Source: an optimization exercise on an open RTL-to-GDS flow (aim: small area). Production flows keep margins and buffers that such runs may drop.
Only simulation tests tie the RTL to the original design; equivalence was not proved.
The flow treats the clock pin as an ideal source, which a real chip does not have.
Power figures rest on the tool's default switching activity, not on a simulated workload.

==> flow/design.v <==
`timescale 1ns / 1ps
package ssc_pkg;
  localparam int MaxSessions = 1024;
  localparam int NumTotals   = 10;
  localparam int ModeW       = 4;
  localparam int AmountW     = 64;
  localparam int ActiveW     = 11;
  localparam int GaugeW      = $clog2(MaxSessions + 1);
  localparam int AddrW       = $clog2(NumTotals);
  typedef enum logic [ModeW-1:0] {
    MODE_CREATED   = 4'd0,
    MODE_CLOSED    = 4'd1,
    MODE_BYTES_C2B = 4'd2,
    MODE_BYTES_B2C = 4'd3,
    MODE_DGRAM_C2B = 4'd4,
    MODE_DGRAM_B2C = 4'd5,
    MODE_REJECTED  = 4'd6,
    MODE_DROPPED   = 4'd7,
    MODE_ERROR     = 4'd8,
    MODE_TIMEOUT   = 4'd9
  } ssc_mode_e;
  typedef struct packed {
    logic               en;
    logic [AddrW-1:0]   addr;
    logic [AmountW-1:0] data;
  } ssc_wr_t;
endpackage
`timescale 1ns / 1ps
module ssc_total_ram (
  input  logic                        clk_i,
  input  logic                        we_i,     
  input  logic                        hold_i,   
  input  logic [ssc_pkg::AmountW-1:0] d_i,
  output logic [ssc_pkg::AmountW-1:0] q_o
);
  always_ff @(posedge clk_i) begin
    q_o <= (d_i & {ssc_pkg::AmountW{we_i}}) | (q_o & {ssc_pkg::AmountW{hold_i}});
  end
endmodule
`timescale 1ns / 1ps
module session_stat_counters (
  input  logic                             clk_i,
  input  logic                             rst_ni,
  input  logic                             start,
  output logic                             busy,
  input  logic [ssc_pkg::ModeW-1:0]        mode_i,
  input  logic [ssc_pkg::AmountW-1:0]      amount_i,
  output logic                             valid_o,
  output logic                             accepted_o,
  output logic [ssc_pkg::AmountW-1:0]      total_value_o,
  output logic [ssc_pkg::ActiveW-1:0]      active_sessions_o,
  output logic                             saturated_o,
  input  logic                             cfg_valid_i,
  output logic                             cfg_ready_o,
  input  logic                             cfg_data_i
);
  localparam int N = ssc_pkg::NumTotals;
  localparam int W = ssc_pkg::AmountW;
  logic                          udp_q;
  logic                          s1_valid_q;
  logic [ssc_pkg::ModeW-1:0]     s1_mode_q;
  logic [W-1:0]                  s1_amount_q;
  logic [N-1:0][W-1:0]           mem;
  logic [N-1:0]                  vld_q;
  logic [N-1:0]                  sel_q;    
  logic [W-1:0]                  cur_total;
  logic [W-1:0]                  sum;
  logic                          carry;
  logic                          hits_top;
  logic                          ok;
  logic                          amount_is_one;
  logic [W-1:0]                  result;
  logic [ssc_pkg::GaugeW-1:0]    gauge_q;
  logic                          sat_q;
  logic                          valid_q;
  logic                          accepted_q;
  logic [W-1:0]                  total_q;
  logic                          wr_en;
  logic [N-1:0]                  we;
  assign busy        = 1'b0;
  assign cfg_ready_o = 1'b1;
  always_ff @(posedge clk_i or negedge rst_ni) begin
    if (!rst_ni) begin
      udp_q <= 1'b0;
    end else if (cfg_valid_i) begin
      udp_q <= cfg_data_i;
    end
  end
  always_ff @(posedge clk_i or negedge rst_ni) begin
    if (!rst_ni) begin
      s1_valid_q <= 1'b0;
    end else begin
      s1_valid_q <= start;
    end
  end
  always_ff @(posedge clk_i) begin
    s1_mode_q   <= mode_i;
    s1_amount_q <= amount_i;
  end
  always_ff @(posedge clk_i) begin
    for (int k = 0; k < N; k++) begin
      sel_q[k] <= (mode_i == 4'(k)) && (vld_q[k] || we[k]);
    end
  end
  always_comb begin
    cur_total = '0;
    for (int k = 0; k < N; k++) begin
      cur_total = cur_total | (mem[k] & {W{sel_q[k]}});
    end
  end
  assign amount_is_one = (s1_amount_q == W'(1));
  always_comb begin
    case (s1_mode_q)
      4'd0:             ok = amount_is_one && !gauge_q[10];
      4'd1:             ok = amount_is_one && (gauge_q != '0);
      4'd4, 4'd5, 4'd7: ok = udp_q;
      4'd2, 4'd3, 4'd6, 4'd8, 4'd9: ok = 1'b1;
      default:          ok = 1'b0;
    endcase
  end
  logic [W-1:0] pg_p, pg_g;
  logic [W-1:0] cg, cp;    
  always_comb begin
    logic [W-1:0] gg, pp;
    pg_p = cur_total ^ s1_amount_q;
    pg_g = cur_total & s1_amount_q;
    gg = pg_g;
    pp = pg_p;
    for (int l = 1; l < W; l = l * 2) begin
      for (int i = 2 * l - 1; i < W; i = i + 2 * l) begin
        gg[i] = gg[i] | (pp[i] & gg[i - l]);
        pp[i] = pp[i] & pp[i - l];
      end
    end
    for (int l = W / 4; l >= 1; l = l / 2) begin
      for (int i = 3 * l - 1; i < W; i = i + 2 * l) begin
        gg[i] = gg[i] | (pp[i] & gg[i - l]);
        pp[i] = pp[i] & pp[i - l];
      end
    end
    cg = gg;
    cp = pp;
  end
  assign sum      = pg_p ^ {cg[W-2:0], 1'b0};
  assign carry    = cg[W-1];
  assign hits_top = cg[W-1] | cp[W-1];
  assign result       = (sum | {W{hits_top}}) & {W{ok}};
  assign wr_en = s1_valid_q && ok;
  always_ff @(posedge clk_i or negedge rst_ni) begin
    if (!rst_ni) begin
      vld_q <= '0;
    end else if (wr_en) begin
      vld_q[s1_mode_q] <= 1'b1;
    end
  end
  always_comb begin
    for (int k = 0; k < N; k++) begin
      we[k] = wr_en && (s1_mode_q == 4'(k));
    end
  end
  for (genvar k = 0; k < N; k++) begin : g_total
    ssc_total_ram u_total (
      .clk_i  (clk_i),
      .we_i   (we[k]),
      .hold_i (!we[k]),
      .d_i    (result),
      .q_o    (mem[k])
    );
  end
  always_ff @(posedge clk_i or negedge rst_ni) begin
    if (!rst_ni) begin
      gauge_q <= '0;
      sat_q   <= 1'b0;
      valid_q <= 1'b0;
    end else begin
      valid_q <= s1_valid_q;
      if (wr_en) begin
        if (s1_mode_q == 4'd0) begin
          gauge_q <= gauge_q + 1'b1;
        end else if (s1_mode_q == 4'd1) begin
          gauge_q <= gauge_q - 1'b1;
        end
        if (hits_top) begin
          sat_q <= 1'b1;
        end
      end
    end
  end
  always_ff @(posedge clk_i) begin
    accepted_q <= ok;
    total_q    <= result;
  end
  assign valid_o           = valid_q;
  assign accepted_o        = accepted_q;
  assign total_value_o     = total_q;
  assign active_sessions_o = gauge_q[ssc_pkg::ActiveW-1:0];
  assign saturated_o       = sat_q;
endmodule
==> flow/config.mk <==
export PLATFORM = sky130hd
export DESIGN_NAME = session_stat_counters
export DESIGN_NICKNAME = session_stat_counters
export VERILOG_FILES = /design/flow/design.v
export SDC_FILE = /design/flow/constraint.sdc
export NUM_CORES = 4
export LEC_CHECK = 0
export CAP_MARGIN = 20
export CORE_MARGIN = 2
export CORE_UTILIZATION = 70
export SLEW_MARGIN = 20
export SYNTH_HIERARCHICAL = 1
export SYNTH_MINIMUM_KEEP_SIZE = 0
==> flow/constraint.sdc <==
create_clock -name core_clock -period 7.0 [get_ports {clk_i}]
set_input_delay 1.4000 -clock core_clock [delete_from_list [all_inputs] [get_ports {clk_i}]]
set_output_delay 1.4000 -clock core_clock [all_outputs]
set_load 0.01 [all_outputs]
standard.sh (not shown) runs the stock make flow with config.mk's settings and CLKGATE_MAP_FILE= SYNTH_SCRIPT=/design/flow/synth_recipe.tcl, a recipe that flattens the netlist after the stock synthesis.
==> flow/flow/run.sh <==
#!/bin/bash
# Standard layout with these changes:
#  - synthesis: synth_recipe.tcl with an area-oriented ABC script (flow/synth.tcl,
#    flow/area.abc); registers are untouched;
#  - CTS: clkbuf_8 clusters without dummy loads, slow leaves upsized after CTS
#    (flow/post_cts.tcl);
#  - minimum-size port buffers.
# Each step's full log stays under orfs/logs/; make's own output goes to flow_make.log.
set -euo pipefail
HERE=$(pwd)
export AREA_ABC_SCRIPT=$HERE/flow/area.abc
CTS="-sink_clustering_enable -repair_clock_nets -dont_use_dummy_load -buf_list sky130_fd_sc_hd__clkbuf_8 -root_buf sky130_fd_sc_hd__clkbuf_8 -sink_clustering_size 16 -sink_clustering_max_diameter 60"
bash standard.sh "SYNTH_SCRIPT=$HERE/flow/synth.tcl" "CTS_ARGS=$CTS" "POST_CTS_TCL=$HERE/flow/post_cts.tcl" \
  "BUFFER_PORTS_ARGS=-buffer_cell sky130_fd_sc_hd__buf_1" finish > flow_make.log 2>&1
==> flow/flow/area.abc <==
strash
dch
amap
topo
stime -c
Other scripts of this flow, unchanged in this note and not shown: flow/flow/post_cts.tcl, flow/flow/synth.tcl
Then changed:
==> flow/flow/area.abc (replaced) <==
strash
dc2
dch -f
amap -m
topo
stime -c
Result: The changed run finished with max-capacitance violations, max-slew violations left; final area rises by about 1.2%; count of clock-buffer cells in the layout is unchanged; final cell count grows by about 0.3%; synthesized area stays flat; global-route usage went up by 0.79 points; routed wire length rose by about 3%; synthesized cell count is lower by 0.42%; utilization increases by 1.1 points.

========
RTL: the design.v shown in full above, as it stands there.
==> flow/config.mk <==
export PLATFORM = sky130hd
export DESIGN_NAME = session_stat_counters
export DESIGN_NICKNAME = session_stat_counters
export VERILOG_FILES = /design/flow/design.v
export SDC_FILE = /design/flow/constraint.sdc
export NUM_CORES = 4
export LEC_CHECK = 0
export CAP_MARGIN = 20
export CORE_MARGIN = 2
export CORE_UTILIZATION = 60
export SLEW_MARGIN = 20
export SYNTH_HIERARCHICAL = 1
export SYNTH_MINIMUM_KEEP_SIZE = 0
==> flow/constraint.sdc <==
create_clock -name core_clock -period 7.0 [get_ports {clk_i}]
set_input_delay 1.4000 -clock core_clock [delete_from_list [all_inputs] [get_ports {clk_i}]]
set_output_delay 1.4000 -clock core_clock [all_outputs]
set_load 0.01 [all_outputs]
==> flow/flow/area.abc <==
strash
dch
amap
topo
stime -c
==> flow/flow/post_cts.tcl <==
# Post-CTS hook: upsize the clock buffers whose sinks see a slow clock edge,
# then legalize again.
set clk_slew_lim 0.100
set clk_sizes {sky130_fd_sc_hd__clkbuf_4 sky130_fd_sc_hd__clkbuf_8 sky130_fd_sc_hd__clkbuf_16}
estimate_parasitics -placement
for {set it 0} {$it < 3} {incr it} {
  set changed 0
  foreach inst [get_cells -hierarchical clkbuf*] {
    set m [get_property $inst ref_name]
    set i [lsearch $clk_sizes $m]
    if {$i < 0 || $i >= [expr [llength $clk_sizes] - 1]} { continue }
    set opin [get_pins -of_objects $inst -filter "direction == output"]
    set worst 0
    foreach p [get_pins -of_objects [get_nets -of_objects $opin] -filter "direction == input"] {
      set s [get_property $p slew_max]
      if {$s > $worst} { set worst $s }
    }
    if {$worst > $clk_slew_lim} {
      replace_cell $inst [lindex $clk_sizes [expr $i + 1]]
      incr changed
    }
  }
  estimate_parasitics -placement
  puts "post_cts: pass $it upsized $changed clock buffers"
  if {$changed == 0} { break }
}
detailed_placement
check_placement -verbose
estimate_parasitics -placement
==> flow/flow/synth.tcl <==
# synth_recipe.tcl (the standard synthesis) with one change: ABC maps the logic
# with this flow's area-oriented script (flow/area.abc) instead of ORFS's
# speed script. ABC never sees the registers, so they are the standard
# synthesis's, with the same names and cells.
proc synth {args} { yosys synth -nofsm -noshare {*}$args }
proc abc {args} {
  set i [lsearch $args -script]
  if {$i >= 0} { set args [lreplace $args [expr $i + 1] [expr $i + 1] $::env(AREA_ABC_SCRIPT)] }
  yosys abc {*}$args
}
source $::env(SCRIPTS_DIR)/synth.tcl
# left out here: clear keep_hierarchy, flatten, clean up, hide names made inside functions, write 1_2_yosys.v
Scripts as last shown in full above: flow/flow/run.sh
The first run ran to the end with no violations.
Rerun with:
Settings changed: CORE_UTILIZATION 60 to 75.
- The new run went through all stages and came out clean
- cell area drops by about 0.7%
- global-route usage climbs by 7.7 points
- cell count drops by about 3.2%
- power drops by 1.2%
- core utilization climbs by 17 points
- synthesized cell count does not change
- sequential share of layout area climbs by 0.38 points
- setup slack got worse by 0.30 ns
- via count climbs by about 2.6%

[what the ideal ports hide]
In the flow no input, the clock included, has a driving cell. The finished layouts below were timed again as built, in two steps. Step 1 assumes that a clkbuf_16 drives the clock port and a buf_2 every other input. Step 2 moves the port delays by t, midway between the first and last clock arrival at a register: inputs arrive t later, outputs are due t later. That takes back most of the time a late clock gives input paths. Slacks: ideal / step 1 / step 2; pairs: ideal / step 1.
| run | shift t [ns] | setup WS [ns] | slew at the worst register clock pin (ns) |
|---|---|---|---|
| the first run of note 1 | 0.635 | 0.509 / 0.509 / 0.509 | 0.10 / 0.10 |
| the second run of note 1 | 0.639 | 0.508 / 0.508 / 0.508 | 0.10 / 0.10 |
| the first run of note 2 | 0.653 | 0.609 / 0.609 / 0.609 | 0.11 / 0.11 |
| the second run of note 2 | 0.641 | 0.309 / 0.309 / 0.309 | 0.11 / 0.11 |
